What follows belongs to an exercise in optimizing a design on an open flow for small area; a production flow would make more cautious choices. Only simulation tests tie the RTL to the original design; equivalence was not proved. Power is estimated from default activity; no workload was simulated.

==> flow/design.v <==
module mips_multicycle_core #(
  parameter int                    ADDR_WIDTH = 32,
  parameter logic [ADDR_WIDTH-1:0] RESET_PC   = '0,
  parameter int                    NUM_REGS   = 32
) (
  input  logic                  clk,
  input  logic                  rst,
  output logic                  mem_req,
  output logic                  mem_we,
  output logic [ADDR_WIDTH-1:0] mem_addr,
  output logic [31:0]           mem_wdata,
  input  logic [31:0]           mem_rdata,
  input  logic                  mem_ready,
  output logic                  halted
);
  localparam int NR = 31;    
  typedef enum logic [2:0] {
    S_CLR,
    S_FETCH,
    S_READ,
    S_WRITE,
    S_ADDR,
    S_MEM,
    S_BEQ1,
    S_HALT
  } state_t;
  state_t           r_state;
  logic [29:0]      r_pc;        
  logic [4:0]       r_p;         
  logic [31:0]      r_x;
  logic [31:0]      r_y;
  logic [28:0]      r_ir;        
  logic             r_first;     
  logic             r_gs;        
  logic             r_gt;        
  logic [NR*32-1:0] r_ring;
  logic        w_c2, w_c1, w_c0;
  logic        w_lw, w_sw, w_addi, w_beq, w_r, w_j, w_need_t, w_mem;
  logic [4:0]  w_rs, w_rt, w_rd;
  logic [5:0]  w_fn;
  logic [31:0] w_sext;
  assign w_c2     = r_ir[28];
  assign w_c1     = r_ir[27];
  assign w_c0     = r_ir[26];
  assign w_mem    = w_c2;
  assign w_lw     = w_c2 & ~w_c1;
  assign w_sw     = w_c2 &  w_c1;
  assign w_addi   = ~w_c2 & w_c1 & ~w_c0;
  assign w_beq    = w_c1 & w_c0;
  assign w_r      = ~w_c2 & ~w_c1 & ~w_c0;
  assign w_j      = ~w_c1 & w_c0;
  assign w_need_t = ~w_c2 & ~(w_c1 ^ w_c0) | w_sw;    
  assign w_rs     = r_ir[25:21];
  assign w_rt     = r_ir[20:16];
  assign w_rd     = w_r ? r_ir[15:11] : r_ir[20:16];
  assign w_fn     = r_ir[5:0];
  assign w_sext   = {{16{r_ir[15]}}, r_ir[15:0]};
  logic [5:0] f_op, f_fn;
  logic       f_legal;
  assign f_op = mem_rdata[31:26];
  assign f_fn = mem_rdata[5:0];
  always_comb begin
    case (f_op)
      6'h00:   f_legal = (f_fn == 6'h20) || (f_fn == 6'h22) || (f_fn == 6'h24) ||
                         (f_fn == 6'h25) || (f_fn == 6'h2A);
      6'h02, 6'h04, 6'h08, 6'h23, 6'h2B: f_legal = 1'b1;
      default: f_legal = 1'b0;
    endcase
  end
  logic [31:0] w_head, w_hz, w_head_in, w_alu;
  logic        w_at_rd, w_wlast, w_wr, w_fetch, w_clr;
  assign w_head    = r_ring[31:0];
  assign w_hz      = w_head;
  assign w_clr     = (r_state == S_CLR);
  assign w_at_rd   = (r_p == w_rd);
  assign w_wr      = ((r_state == S_WRITE) && w_at_rd) || w_clr;
  assign w_wlast   = (r_state == S_WRITE) && (w_at_rd || (w_rd == 5'd0));
  assign w_fetch   = (r_state == S_FETCH) || w_wlast;
  assign w_head_in = w_wr ? w_alu : w_hz;
  logic        w_use_imm, w_sub, w_lt, w_bzero, w_inc;
  logic [31:0] w_b, w_sum;
  logic        f_sub_fn, f_slt_fn, f_and_fn, f_or_fn;
  assign f_slt_fn = w_fn[3];
  assign f_and_fn = ~w_fn[3] & w_fn[2] & ~w_fn[0];
  assign f_or_fn  = ~w_fn[3] & w_fn[2] &  w_fn[0];
  assign f_sub_fn = ~w_fn[2] & w_fn[1];
  assign w_bzero   = (r_state == S_MEM) || w_clr || w_inc || (w_lw && (r_state == S_WRITE));
  assign w_inc     = (r_state == S_READ) && r_first;    
  assign w_use_imm = w_addi | w_mem | (r_state == S_ADDR);
  assign w_sub     = ~w_use_imm & ~w_bzero & (w_beq | (w_r & (f_sub_fn | f_slt_fn)));
  always_comb begin
    if (w_bzero)
      w_b = 32'd0;
    else if (!w_use_imm)
      w_b = r_y ^ {32{w_sub}};
    else if (w_beq)
      w_b = {w_sext[29:0], 2'b00};
    else
      w_b = w_sext;
  end
  assign w_sum = r_x + w_b + {31'd0, w_sub | w_inc};
  assign w_lt  = (r_x[31] ^ r_y[31]) ? r_x[31] : w_sum[31];
  always_comb begin
    if (w_r && f_slt_fn && !w_clr)
      w_alu = {31'd0, w_lt};
    else if (w_r && f_and_fn && !w_clr)
      w_alu = r_x & r_y;
    else if (w_r && f_or_fn && !w_clr)
      w_alu = r_x | r_y;
    else
      w_alu = w_sum;
  end
  logic w_hit_s, w_hit_t, w_done_s, w_done_t;
  assign w_hit_s  = (r_p == w_rs);
  assign w_hit_t  = (r_p == w_rt) && w_need_t;
  assign w_done_s = r_gs || w_hit_s || (w_rs == 5'd0);
  assign w_done_t = r_gt || w_hit_t || (w_rt == 5'd0) || !w_need_t;
  always_ff @(posedge clk) begin
    r_ring <= {w_head_in, r_ring[NR*32-1:32]};
  end
  always_ff @(posedge clk or posedge rst) begin
    if (rst) begin
      r_state <= S_CLR;
      r_p     <= 5'd0;
    end else begin
      r_p <= (r_p == 5'd31) ? 5'd1 : r_p + 5'd1;
      if (w_fetch) begin
        if (!mem_ready) begin
          r_state <= S_FETCH;
        end else if (!f_legal) begin
          r_state <= S_HALT;
        end else begin
          r_state <= S_READ;
        end
      end else begin
        case (r_state)
          S_CLR: if (r_p == 5'd31) r_state <= S_FETCH;
          S_READ: begin
            if (w_j)
              r_state <= S_FETCH;
            else if (w_done_s && w_done_t) begin
              if (w_mem || w_beq)
                r_state <= w_beq ? S_BEQ1 : S_ADDR;
              else
                r_state <= S_WRITE;
            end
          end
          S_WRITE: ;
          S_ADDR: begin
            if (w_beq)
              r_state <= S_FETCH;
            else
              r_state <= (w_sum[1:0] != 2'b00) ? S_HALT : S_MEM;
          end
          S_MEM: begin
            if (mem_ready) begin
              r_state <= w_lw ? S_WRITE : S_FETCH;
            end
          end
          S_BEQ1: begin
            r_state <= (w_sum == 32'd0) ? S_ADDR : S_FETCH;
          end
          default: r_state <= S_HALT;
        endcase
      end
    end
  end
  always_ff @(posedge clk) begin
    if (w_clr || w_inc || (r_state == S_ADDR) || ((r_state == S_MEM) && mem_ready)) begin
      r_pc[29:26] <= w_sum[31:28];
      r_pc[25:0]  <= (w_inc && w_j) ? r_ir[25:0] : w_sum[27:2];
    end
  end
  always_ff @(posedge clk) begin
    if (w_fetch || w_clr) begin
      r_x     <= w_clr ? 32'd0 : {r_pc, 2'b11};
      r_y     <= 32'd0;
      r_gs    <= 1'b0;
      r_gt    <= 1'b0;
      r_first <= 1'b1;
      r_ir    <= {mem_rdata[31], mem_rdata[29] | mem_rdata[28],
                  mem_rdata[28] | (mem_rdata[27] & ~mem_rdata[31]), mem_rdata[25:0]};
    end else begin
      case (r_state)
        S_READ: begin
          r_first <= 1'b0;
          if (w_hit_s) begin
            r_x  <= w_hz;
            r_gs <= 1'b1;
          end else if (r_first && (w_rs == 5'd0)) begin
            r_x  <= 32'd0;
          end
          if (w_hit_t) begin
            r_y  <= w_hz;
            r_gt <= 1'b1;
          end
        end
        S_ADDR, S_BEQ1: r_x <= {r_pc, 2'b11};
        S_MEM: if (mem_ready) r_x <= mem_rdata;
        default: ;
      endcase
    end
  end
  assign mem_req   = w_fetch || (r_state == S_MEM);
  assign mem_we    = (r_state == S_MEM) && w_sw;
  assign mem_addr  = {r_pc, 2'b00};
  assign mem_wdata = r_y;
  assign halted    = (r_state == S_HALT);
endmodule
export LEC_CHECK = 0
export CAP_MARGIN = 20
export CORE_MARGIN = 2
export CORE_UTILIZATION = 60
export SLEW_MARGIN = 20
create_clock -name core_clock -period 10.0 [get_ports {clk}]
standard.sh (not shown) runs the stock make flow with config.mk's settings and CLKGATE_MAP_FILE= SYNTH_SCRIPT=/design/flow/synth_recipe.tcl, a recipe that flattens the netlist after the stock synthesis.
==> flow/flow/run.sh <==
#!/bin/bash
# Own flow: the standard layout (standard.sh: ORFS synthesis to final
# layout) with these changes, all in how the layout is built:
#  - synthesis is the standard flow's synthesis script (synth_recipe.tcl) unchanged, except
#    that its ABC technology-mapping call runs flow/abc.script, an
#    area-oriented script, instead of ORFS's abc_speed.script. Registers are
#    mapped before ABC, so they are the standard synthesis's registers;
#  - ports are buffered with sky130_fd_sc_hd__buf_1 instead of the default
#    buffer cell (every input and output still gets its own buffer);
#  - clock tree synthesis uses clkbuf_8 with sink clusters of up to 16
#    flip-flops within 60 um, and no dummy loads.
# The tools' full output goes to standard.log in this folder.
set -euo pipefail
W=$PWD
export BUFFER_PORTS_ARGS="-buffer_cell sky130_fd_sc_hd__buf_1"
export CTS_ARGS="-sink_clustering_enable -repair_clock_nets -dont_use_dummy_load -buf_list sky130_fd_sc_hd__clkbuf_8 -sink_clustering_size 16 -sink_clustering_max_diameter 60"
{
  cat <<EOT
proc abc {args} {
  set i [lsearch -exact \$args -script]
  if { \$i >= 0 } {
    set args [lreplace \$args [expr {\$i + 1}] [expr {\$i + 1}] $W/flow/abc.script]
  }
  yosys abc {*}\$args
}
EOT
  cat synth_recipe.tcl
} > my_synth.tcl
sed "s#SYNTH_SCRIPT=[^ ]*#SYNTH_SCRIPT=$W/my_synth.tcl#" standard.sh > my_standard.sh
grep -q "SYNTH_SCRIPT=$W/my_synth.tcl" my_standard.sh
bash my_standard.sh > standard.log 2>&1
==> flow/flow/abc.script <==
strash
ifraig
dc2
balance
rewrite
refactor
balance
rewrite
rewrite -z
balance
refactor -z
rewrite -z
balance
strash
&get -n
&synch2
&nf
&put
topo
stime -c
dnsize -c
Next try:
==> flow/flow/abc.script (replaced) <==
strash
ifraig
dc2
&get -n
&synch2
&nf
&put
topo
stime -c
dnsize -c
- CORE_UTILIZATION: 60 -> 66
- PLACE_DENSITY: not set -> 0.8
Effect: The changed run ran to the end with no violations. Global-route usage went up by 3.7 points. Critical path depth does not change. Area after synthesis hardly moves. Via count went up by about 0.8%. Die area went down by about 9%. Sequential share of layout area went up by 0.13 points. Sequential cell count does not change. Setup slack gets better by 0.083 ns. Routed wire length went up by about 5.6%. Sequential power went up by 8.5%. Worst hold slack gets worse by 0.011 ns.
Next try:
==> flow/flow/run.sh (replaced) <==
#!/bin/bash
# Own flow: the standard layout (standard.sh: ORFS synthesis to final
# layout) with two changes, both in how the layout is built:
#  - ports are buffered with sky130_fd_sc_hd__buf_1 instead of the default
#    buffer cell (every input and output still gets its own buffer);
#  - clock tree synthesis uses clkbuf_8 with sink clusters of up to 16
#    flip-flops within 60 um, and no dummy loads;
#  - RECOVER_POWER downsizes gates off the critical paths after global route.
# The tools' full output goes to standard.log in this folder.
set -e
export BUFFER_PORTS_ARGS="-buffer_cell sky130_fd_sc_hd__buf_1"
export RECOVER_POWER=100
export CTS_ARGS="-sink_clustering_enable -repair_clock_nets -dont_use_dummy_load -buf_list sky130_fd_sc_hd__clkbuf_8 -sink_clustering_size 16 -sink_clustering_max_diameter 60"
bash standard.sh > standard.log 2>&1
- CORE_UTILIZATION: 66 -> 60
- PLACE_DENSITY: 0.8 -> not set
removed: flow/flow/abc.script
Result: The new run finished but failed the layout checks on capacitance limit, slew limit; design area is higher by 2.3%; count of clock-buffer cells in the layout stays the same; power fell by 27%; synthesized cell count rose by 11%; fmax goes up by 9.5%.
Next try:
==> flow/flow/run.sh (replaced) <==
#!/bin/bash
# Own flow: the standard layout (standard.sh: ORFS synthesis to final
# layout) with these changes, all in how the layout is built:
#  - synthesis is the standard flow's synthesis script (synth_recipe.tcl) unchanged, except
#    that its ABC technology-mapping call runs flow/abc.script, an
#    area-oriented script, instead of ORFS's abc_speed.script. Registers are
#    mapped before ABC, so they are the standard synthesis's registers;
#  - ports are buffered with sky130_fd_sc_hd__buf_1 instead of the default
#    buffer cell (every input and output still gets its own buffer);
#  - clock tree synthesis uses clkbuf_8 with sink clusters of up to 16
#    flip-flops within 60 um, and no dummy loads.
# The tools' full output goes to standard.log in this folder.
set -euo pipefail
W=$PWD
export BUFFER_PORTS_ARGS="-buffer_cell sky130_fd_sc_hd__buf_1"
export CTS_ARGS="-sink_clustering_enable -repair_clock_nets -dont_use_dummy_load -buf_list sky130_fd_sc_hd__clkbuf_8 -sink_clustering_size 16 -sink_clustering_max_diameter 60"
{
  cat <<EOT
proc abc {args} {
  set i [lsearch -exact \$args -script]
  if { \$i >= 0 } {
    set args [lreplace \$args [expr {\$i + 1}] [expr {\$i + 1}] $W/flow/abc.script]
  }
  yosys abc {*}\$args
}
EOT
  cat synth_recipe.tcl
} > my_synth.tcl
sed "s#SYNTH_SCRIPT=[^ ]*#SYNTH_SCRIPT=$W/my_synth.tcl#" standard.sh > my_standard.sh
grep -q "SYNTH_SCRIPT=$W/my_synth.tcl" my_standard.sh
bash my_standard.sh > standard.log 2>&1
==> flow/flow/abc.script (new file) <==
strash
ifraig
dc2
&get -n
&synch2
&nf
&put
topo
stime -c
dnsize -c
- CORE_UTILIZATION: 60 -> 66
Result: The new run completed with no timing, DRC or antenna violations. Cell area decreases by 2.3%. Count of clock-buffer cells in the layout falls by 2. Synthesized cell count fell by 9.5%. Cell count is lower by 6.9%. Setup slack degrades by 1.2 ns. Global-route usage grows by 4.5 points.
Next try:
- CORE_UTILIZATION: 66 -> 72
After rerunning: The new run completed without violations. Flip-flop and latch count stays the same. Final area is about the same. First-iteration DRC count increases by 39%. Global-route usage increases by 5.8 points.
Next try:
==> flow/flow/abc.script (replaced) <==
strash
ifraig
dc2
balance
rewrite
refactor
balance
rewrite
rewrite -z
balance
refactor -z
rewrite -z
balance
strash
&get -n
&synch2
&nf
&put
topo
stime -c
dnsize -c
- CORE_UTILIZATION: 72 -> 66
What happened:
- The new run completed without violations
- area after synthesis barely changes
- first-iteration DRC count went down by a little under a tenth
- design area increases slightly
- power shrinks by about a fifth
- worst hold slack got worse by 0.039 ns
- global-route usage shrinks by 4.5 points
- sequential share of layout area came out lower by 0.25 points
- die area goes up by a little under a tenth

==> separate check: timing with driven ports <==
The flow's constraints put no driver on any port. The routed layouts listed below were extracted and timed again, unchanged, in two steps.
Step 1 (the two cells are an assumption about what drives the block):
set clk [get_ports {clk}]
set_driving_cell -lib_cell sky130_fd_sc_hd__clkbuf_16 $clk
set_driving_cell -lib_cell sky130_fd_sc_hd__buf_2 [delete_from_list [all_inputs] $clk]
Step 2 times the ports against the registers' clock, not the clock port: input delays grow and output delays shrink by t, the midpoint of the rising clock arrivals with the driver on.
Three values: ideal ports, drivers, drivers and shift; two values: the first two.
| run | shift t [ns] | setup slack, ns | worst hold slack (ns) | worst data-port slew with drivers (ns) |
|---|---|---|---|---|
| the first run | 0.718 | 1.624 / 1.624 / 1.624 | 0.302 / 0.302 / 0.302 | 0.07 |
| the second run | 0.723 | 1.706 / 1.706 / 1.706 | 0.290 / 0.290 / 0.290 | 0.09 |
| the third run | 0.700 | 2.427 / 2.427 / 2.427 | 0.295 / 0.295 / 0.295 | 0.09 |
| the fourth run | 0.722 | 1.237 / 1.237 / 1.237 | 0.280 / 0.280 / 0.280 | 0.07 |
| the fifth run | 0.704 | 1.475 / 1.475 / 1.475 | 0.311 / 0.311 / 0.311 | 0.12 |
| the sixth run | 0.724 | 1.239 / 1.239 / 1.239 | 0.272 / 0.272 / 0.272 | 0.07 |
